From an optimization exercise on the open Yosys and OpenROAD flow, aimed at small area, a short achievable clock period and few clock cycles; shortcuts taken in it are not production practice.
Only the layout flow was run in this run; the RTL was not checked for function there.
No activity file was given, so power comes from the tool's default toggle rates.

**flow/design.v**
```verilog
package eed_pkg;
  localparam int MAX_LEN = 64;
  localparam int LEN_W   = $clog2(MAX_LEN + 1);
  localparam int OUT_W   = 7;
  localparam int CHAR_W  = 8;
  localparam int FUNC_W  = 2;
  localparam logic [LEN_W-1:0] MAX_CNT = LEN_W'(MAX_LEN);
  localparam logic [FUNC_W-1:0] FN_REF    = 2'd0;
  localparam logic [FUNC_W-1:0] FN_TYPED  = 2'd1;
  localparam logic [FUNC_W-1:0] FN_FINISH = 2'd2;
endpackage
import eed_pkg::*;
module edit_distance_engine_unit (
  input  logic              clk,
  input  logic              rst,
  input  logic              in_valid,
  output logic              in_ready,
  input  logic [FUNC_W-1:0] in_func,
  input  logic [CHAR_W-1:0] in_char_code,
  output logic              out_valid,
  input  logic              out_ready,
  output logic [OUT_W-1:0]  out_distance,
  output logic [OUT_W-1:0]  out_ref_length,
  output logic [OUT_W-1:0]  out_typed_length,
  output logic              out_error
);
  localparam int N   = MAX_LEN;
  localparam int NS  = 3;             
  localparam int L   = NS + 1;        
  localparam int R_W = 2 * LEN_W + 1;
  localparam int Q_W = R_W + LEN_W;
  logic             rdy;
  logic             acc;
  logic [LEN_W-1:0] ref_count;
  logic [LEN_W-1:0] typed_count;
  logic             ref_ok, typ_ok, fin_in, err_in;
  logic             can_ref, typed_room;
  logic             clr;
  logic [LEN_W-1:0] ref_inc, typed_inc;
  assign in_ready  = rdy;
  assign acc       = in_valid && rdy;
  assign ref_ok    = acc && (in_func == FN_REF) && can_ref;
  assign typ_ok    = acc && (in_func == FN_TYPED) && typed_room;
  assign fin_in    = acc && (in_func == FN_FINISH);
  assign err_in    = acc && ((in_func == FN_REF && !can_ref) || (in_func == FN_TYPED && !typed_room));
  assign clr       = rst || fin_in;
  assign ref_inc   = ref_count + LEN_W'(1);
  assign typed_inc = typed_count + LEN_W'(1);
  always_ff @(posedge clk) begin
    if (clr) begin
      ref_count   <= '0;
      typed_count <= '0;
      can_ref     <= 1'b1;
      typed_room  <= 1'b1;
    end else begin
      if (ref_ok) begin
        ref_count <= ref_inc;
        if (ref_count == MAX_CNT - LEN_W'(1)) can_ref <= 1'b0;
      end
      if (typ_ok) begin
        typed_count <= typed_inc;
        can_ref     <= 1'b0;
        if (typed_count == MAX_CNT - LEN_W'(1)) typed_room <= 1'b0;
      end
    end
  end
  logic [L:1]          ws, ts, fs, es, ks;
  logic [L:1][NS-1:0]  sh;
  logic [NS-1:0]       sh_in;
  logic [3:1][CHAR_W-1:0] cs;
  always_comb begin
    for (int q = 0; q < NS; q++) begin
      sh_in[q] = (ref_count >= LEN_W'(N - (q + 1) * N / NS));
    end
  end
  always_ff @(posedge clk) begin
    if (rst) begin
      ws <= '0;
      ts <= '0;
      fs <= '0;
      es <= '0;
    end else begin
      ws <= {ws[L-1:1], ref_ok};
      ts <= {ts[L-1:1], typ_ok};
      fs <= {fs[L-1:1], fin_in};
      es <= {es[L-1:1], err_in};
    end
  end
  always_ff @(posedge clk) begin
    ks <= {ks[L-1:1], rst};
    sh <= {sh[L-1:1], sh_in};
    cs <= {cs[2:1], in_char_code};
  end
  logic [N-1:0][CHAR_W-1:0] ref_ch;
  always_ff @(posedge clk) begin
    if (ws[1]) begin
      ref_ch <= {cs[1], ref_ch[N-1:1]};
    end
  end
  logic [NS:0] cy_r, ph_r, mh_r;    
  assign cy_r[0] = 1'b0;
  assign ph_r[0] = 1'b1;
  assign mh_r[0] = 1'b0;
  for (genvar q = 0; q < NS; q++) begin : g_slice
    localparam int LO = q * N / NS;          
    localparam int SW = (q + 1) * N / NS - LO;   
    localparam int ES = (q < 2) ? q : 2;    
    logic [SW-1:0] eq, pv, mv;
    logic [SW-1:0] eq_c;
    logic [SW-1:0] xv, xh, ph, mh, phs, mhs, pv_n, mv_n;
    always_comb begin
      for (int i = 0; i < SW; i++) begin
        eq_c[i] = (ref_ch[LO + i] == cs[1 + ES]);
      end
    end
    if (q <= 2) begin : g_eq
      always_ff @(posedge clk) eq <= eq_c;
    end else begin : g_eqd
      localparam int DD = q - 1;
      logic [SW-1:0] eqd [DD];
      always_ff @(posedge clk) begin
        eqd[0] <= eq_c;
        for (int d = 1; d < DD; d++) eqd[d] <= eqd[d-1];
      end
      assign eq = eqd[DD-1];
    end
    localparam int LG = $clog2(SW);
    logic [(LG+1)*SW-1:0] gg, pp;
    logic [SW:0]         cy;
    always_comb begin
      gg[SW-1:0] = eq & pv;
      pp[SW-1:0] = pv;
      for (int l = 0; l < LG; l++) begin
        for (int i = 0; i < SW; i++) begin
          if (((i >> l) & 1) == 1) begin
            gg[(l+1)*SW + i] = gg[l*SW + i] | (pp[l*SW + i] & gg[l*SW + ((i >> l) << l) - 1]);
            pp[(l+1)*SW + i] = pp[l*SW + i] & pp[l*SW + ((i >> l) << l) - 1];
          end else begin
            gg[(l+1)*SW + i] = gg[l*SW + i];
            pp[(l+1)*SW + i] = pp[l*SW + i];
          end
        end
      end
      cy[0] = cy_r[q];
      for (int i = 0; i < SW; i++) begin
        cy[i+1] = gg[LG*SW + i] | (pp[LG*SW + i] & cy_r[q]);
      end
      xv   = eq | mv;
      xh   = cy[SW-1:0] | eq;
      ph   = mv | ~(xh | pv);
      mh   = pv & xh;
      phs  = {ph[SW-2:0], ph_r[q]};
      mhs  = {mh[SW-2:0], mh_r[q]};
      pv_n = mhs | ~(xv | phs);
      mv_n = phs & xv;
    end
    always_ff @(posedge clk) begin
      if (fs[2 + q] || ks[2 + q]) begin
        pv <= '0;
        mv <= '1;
      end else if (ts[2 + q]) begin
        pv <= pv_n;
        mv <= mv_n;
      end else if (ws[2 + q]) begin
        pv <= {sh[2 + q][q], pv[SW-1:1]};
        mv <= {!sh[2 + q][q], mv[SW-1:1]};
      end
    end
    always_ff @(posedge clk) begin
      cy_r[q + 1] <= cy[SW];
      ph_r[q + 1] <= ts[2 + q] && ph[SW-1];
      mh_r[q + 1] <= ts[2 + q] && mh[SW-1];
    end
  end
  logic [LEN_W-1:0] ref_len, typed_len;
  logic             err_len;
  always_ff @(posedge clk) begin
    if (fs[L] || ks[L]) begin
      ref_len   <= '0;
      typed_len <= '0;
      err_len   <= 1'b0;
    end else begin
      if (ws[L]) ref_len <= ref_len + LEN_W'(1);
      if (ts[L]) typed_len <= typed_len + LEN_W'(1);
      if (es[L]) err_len <= 1'b1;
    end
  end
  logic [LEN_W-1:0] score;
  logic [LEN_W-1:0] score_n;
  always_comb begin
    score_n = score;
    if (ph_r[NS] || ws[L]) score_n = score + LEN_W'(1);
    else if (mh_r[NS])     score_n = score - LEN_W'(1);
  end
  always_ff @(posedge clk) begin
    if (fs[L] || ks[L]) begin
      score <= '0;
    end else begin
      score <= score_n;
    end
  end
  logic             res_valid, hold_valid;
  logic [Q_W-1:0]   res_d, hold_d, new_d;
  logic             push, pop;
  logic             res_valid_n, hold_valid_n;
  assign push  = fs[L];
  assign new_d = {score_n, ref_len, typed_len, err_len};
  assign pop   = res_valid && out_ready;
  always_comb begin
    res_valid_n  = res_valid;
    hold_valid_n = hold_valid;
    if (pop || !res_valid) begin
      if (hold_valid) begin
        res_valid_n  = 1'b1;
        hold_valid_n = push;
      end else begin
        res_valid_n  = push;
      end
    end else if (push) begin
      hold_valid_n = 1'b1;
    end
  end
  always_ff @(posedge clk) begin
    if (rst) begin
      res_valid  <= 1'b0;
      hold_valid <= 1'b0;
    end else begin
      res_valid  <= res_valid_n;
      hold_valid <= hold_valid_n;
    end
  end
  logic res_keep, res_from_hold, res_from_new;
  assign res_from_hold = (pop || !res_valid) && hold_valid;
  assign res_from_new  = (pop || !res_valid) && !hold_valid && push;
  assign res_keep      = !res_from_hold && !res_from_new;
  always_ff @(posedge clk) begin
    res_d <= ({Q_W{res_keep}} & res_d) | ({Q_W{res_from_hold}} & hold_d)
           | ({Q_W{res_from_new}} & new_d);
  end
  always_ff @(posedge clk) begin
    if (push && (hold_valid || (res_valid && !pop))) begin
      hold_d <= new_d;
    end
  end
  logic [L+1:0] held_n;
  logic         held_none, held_one;
  assign held_n = {fs[L-1:1], res_valid_n, hold_valid_n};
  always_comb begin
    held_none = (held_n == '0);
    held_one  = held_none;
    for (int s = 0; s < L + 1; s++) begin
      if (held_n == (L+2)'(1) << s) held_one = 1'b1;
    end
  end
  always_ff @(posedge clk) begin
    if (rst) begin
      rdy <= 1'b1;
    end else begin
      rdy <= fin_in ? held_none : held_one;
    end
  end
  assign out_valid        = res_valid;
  assign out_distance     = res_d[Q_W-1 -: LEN_W];
  assign out_ref_length   = res_d[R_W-1 -: LEN_W];
  assign out_typed_length = res_d[LEN_W:1];
  assign out_error        = res_d[0];
endmodule
```
**flow/run.sh**
```bash
#!/bin/bash
# synth_recipe.tcl (not shown) runs the flow's synth.tcl, then flattens the netlist and writes it again
# the make line also repeats each setting of config.mk as NAME=value (left out here)
make -C /OpenROAD-flow-scripts/flow DESIGN_CONFIG=/design/flow/config.mk WORK_HOME=/design/flow/orfs CLKGATE_MAP_FILE= SYNTH_SCRIPT=/design/flow/synth_recipe.tcl finish
```
**flow/config.mk**
```make
export PLATFORM = sky130hd
export DESIGN_NAME = edit_distance_engine_unit
export DESIGN_NICKNAME = edit_distance_engine_unit
export VERILOG_FILES = /design/flow/design.v
export SDC_FILE = /design/flow/constraint.sdc
export NUM_CORES = 4
export LEC_CHECK = 0
export ABC_CLOCK_PERIOD_IN_PS = 2000
export CAP_MARGIN = 20
export CORE_MARGIN = 2
export CORE_UTILIZATION = 65
export CTS_BUF_LIST = sky130_fd_sc_hd__clkbuf_16
export CTS_CLUSTER_DIAMETER = 120
export CTS_CLUSTER_SIZE = 30
export SETUP_SLACK_MARGIN = 3.8
export SLEW_MARGIN = 20
```
**flow/constraint.sdc**
```tcl
create_clock -name core_clock -period 6.0 [get_ports {clk}]
set_input_delay 1.2000 -clock core_clock [delete_from_list [all_inputs] [get_ports {clk}]]
set_output_delay 1.2000 -clock core_clock [all_outputs]
set_load 0.01 [all_outputs]
```
==> summary.txt <==
CP max stage delay: 370 ps
Final nets: 2,899
later-pin clock latency in the skew report: 590 ps
share of layout cells above drive strength 1: 11.5%
Final Hold Fails: 0
Slew Limit Fails: 0
total negative slack: 0 ps
fin crit share: 38.0%
Die W: 237 µm
final worst slack: 3720 ps
post-synth cell types: 70
met2 WL: 34.0 mm
synthesized flop and latch total: 846
crit start category: flip-flop
initial antenna violation count: 0
Post-Syn Area: 0.0354 mm²
Synth top cells by count: 534 x edfxtp_1, 521 x xnor2_1, 312 x dfxtp_1
Yosys top cell area share: 45.3%
hpwl dp: 43.2 mm
Met1 Routed Length: 33.4 mm
WP data required: 6490 ps
count leader, synth: edfxtp_1
GRT Total Usage: 25.3%
Sw Pwr: 2.11 mW
Post-synth top flop: edfxtp_1
number of synthesized flops with an enable pin: 534
global-route wire length before repair: 115 mm
# rows: 85
initial DRC count: 2,162
Final Total Pwr: 9.77 mW
clock skew: 27.8 ps
uppermost layer routed: met4
TritonRoute pass-1 iters: 6
RSZ-0062 raised after global routing: yes
r2r startpoint: g_slice[1].pv[4]$_SDFFE_PP0P_
Ant. Diodes: 0
Synth area leaders: edfxtp_1 45%, dfxtp_1 18%, xnor2_1 13%, nand4_1 2.6%, o21ai_0 2.1%
sequential area share after synthesis: 63.0%
Post-Syn Nets: 2,871
Internal Dissipation: 7.66 mW
clock power share: 29.3%
CP Data Arrival Time: 2760 ps
Seq pwr share: 64.7%
status: finished clean
hold worst-path end: sh[4]$_DFF_P_
worst vdd ir: 0.225 mV
drc violations: 0
dpl ws: 2970 ps
Tmin final: 2280 ps
die area: 0.0563 mm²
Fill cells: 3,649
FMAX: 439 MHz
Cells after Synth: 2,850
via/cell ratio: 6.15
Slew HR: 24.9%
CTS buffer count: 34
CP max stage cell: dfxtp_4
share of power burned in combinational logic: 6.0%
Mean Syn Cell Area: 12.4 µm²
CP endpoint kind: flip-flop
Hold Path Depth: 0
Root Driver: clkbuf_16
FF-to-FF path depth: 9
Synth Warn #: 1
number of global-route vias before repair: 21,300
r2r endpoint: g_slice[1].pv[19]$_SDFFE_PP0P_
post-synth top area cell: edfxtp_1
setup violators final: 0
reg2reg setup slack: 3720 ps
worst slew pin tran: 1120 ps
WL met3: 3.39 mm
IO Pins: 38
hold crit path type: flip-flop to flip-flop
Port Buffers: 37
global route overflow: 0
Detail Route Antenna Nets: 0
Die Y: 237 µm
register cell area after layout: 0.0224 mm²
gpl congestion: 0.847
P per Cell Area: 254 mW/mm²
vias after detailed routing: 22,100
Multi-input gate area: 0.0127 mm²
Clock transition at path regs: 110 ps
# hold bufs at CTS: 0
TritonCTS Sinks: 846
Max-Cap Viols: 0
clock tree buffer depth: 3
CP Max Fanout: 4
hold path startpoint: sh[1]$_DFF_P_
H-tree depth: 2
total core area: 0.0538 mm²
Switching Fraction: 21.6%
Post-Route WL: 71.8 mm
crit path kind: flip-flop to flip-flop
FFs w/ async S/R, synth: 0%
area grow syn2layout: 8.89%
CP cell instances: and3_4 > a221o_1 > a21o_4 > a2111oi_4 > buf_4 > o21bai_4 > a211o_1 > nand4_1 > o21ai_1
largest net degree at the start of global routing: 189
WL/cell: 19.9 µm
Initial Util: 65.7%
TritonCTS clock tree: yes
Static Leak: 11.8 nW
==> sequential cells by signal, summed over array words and instances, names as in the netlist, 5 cells and up <==
name and cells:
ref_ch 512, g_slice.eq 64, g_slice.mv 64, g_slice.pv 64, cs 24, hold_d 22
res_d 22, ref_count 7, ref_len 7, score 7, typed_count 7, typed_len 7
sh 5
==> cells in the final DEF (no fill, tap or decap), types with 23 or more instances in the layout <==
cell	Yosys	final
or3_1	24	23
a211oi_1	28	24
mux2i_1	44	44
buf_4	0	97
xnor2_1	521	521
a21oi_1	143	133
clkbuf_16	0	37
edfxtp_1	534	534
o221ai_1	27	26
nor3_1	65	62
buf_6	1	31
nand4_1	146	146
dfxtp_1	312	259
o22ai_1	57	56
inv_1	60	82
mux2_2	24	24
o21ai_0	151	137
dfxtp_2	0	46
nor2_1	171	168
nand2_1	94	89
==> worst max path at each step <==
stage | slack, ps | cells past startpoint | end | startpoint
global placement | 3030 | 8 | rdy$_SDFF_PP1_ | in_func[0]
global route | 3640 | 9 | g_slice[1].pv[19]$_SDFFE_PP0P_ | g_slice[1].eq[9]$_DFF_P_
CTS | 3590 | 1 | in_ready | rdy$_SDFF_PP1_
detailed placement | 2970 | 6 | can_ref$_SDFFE_PP1P_ | in_func[0]
finish | 3720 | 9 | g_slice[1].pv[19]$_SDFFE_PP0P_ | g_slice[1].pv[4]$_SDFFE_PP0P_
floorplan | 1800 | 0 | ref_ch[0]$_DFFE_PP_ | ws[1]$_SDFF_PP0_
==> worst max-delay path, delay by kind of cell (launching register included) <==
kind,cells,cell delay [ps]
AO/OA/AOI/OAI,6,1320
buffers and inverters,1,200
flip-flops,1,370
AND/OR/NAND/NOR,2,270
==> routing by layer <==
layer | global-route usage, % | up-vias
met5 | 0 | -
li1 | - | 10400
met2 | 40.9 | 612
met1 | 37.3 | 11000
met4 | 4.61 | 0
met3 | 3.21 | 85
==> through the flow <==
step	utilization, %	instances	cell area (µm²)	hold WS, ps
after floorplan	-	2850	35400	310
after global placement	67.6	3463	36400	314
after detailed placement	67.6	3463	36400	313
after CTS	71.1	3586	38200	341
after global routing	71.6	3600	38500	345
final	71.6	3600	38500	338
==> kinds of logic (layout without fill, tap and decap cells) <==
group	count (synthesis)	after routing	share of synthesized area [%]
DFF	846	846	63.0
AOI/OAI and AO/OA	577	578	10.4
and+or+nand+nor	575	577	8.09
xor gates and xnor gates	538	538	13.3
buffers and inverters	219	270	2.35
muxes	68	68	2.01
adders and majority gates	27	27	0.814
==> repair_timing <==
item / CTS / global route
gates resized for setup: 218 / 55
pin swaps: 39 / 27
buffers inserted: 58 / 12
gates cloned: 3 / 2
setup endpoints to repair: 599 / 149
==> power groups by stage <==
| stage | registers, mW | clock network, mW | logic [mW] |
|---|---|---|---|
| floorplan | 6.46 | 0 | 0.353 |
| global placement | 6.44 | 0 | 0.518 |
| detailed placement | 6.45 | 0 | 0.534 |
| CTS | 6.31 | 2.94 | 0.588 |
| global route | 6.33 | 3.12 | 0.641 |
| finish | 6.31 | 2.86 | 0.591 |
==> layout make-up <==
| class | instances | area share (%) |
|---|---|---|
| flip-flops and latches | 846 | 58.1 |
| inverters | 62 | 0.634 |
| clock buffers | 37 | 2.40 |
| repair inverters | 2 | 0.0390 |
| multi-input cells | 1788 | 33.0 |
| well taps | 696 | 2.26 |
| repair buffers | 144 | 3.31 |
| clock inverters | 25 | 0.312 |

static timing again, ports no longer ideal:
In the flow no input, the clock included, has a driving cell. The finished layout below was timed again as built, in two steps.
Step 1 assumes that a clkbuf_16 drives the clock port and a buf_2 every other input.
Step 2 adds t to the input delays and takes it off the output delays; t is the mean of the earliest and latest rising clock arrival at the registers after step 1. Input paths then give back, and output paths get back, about the clock's delay inside the block.
a / b / c = ideal / step 1 / step 2; a / b = the first two.
shift t [ns]: 0.641
slack for setup (ns): 3.720 / 3.659 / 3.294
hold slack, ns: 0.338 / 0.338 / 0.338
worst setup path at the end: input to register
worst slew at a driven data input, ns: 0.03
After both steps setup and hold are still met in this run. The setup slack of this run moves by -0.061 ns with the drivers and by -0.426 ns with both steps.
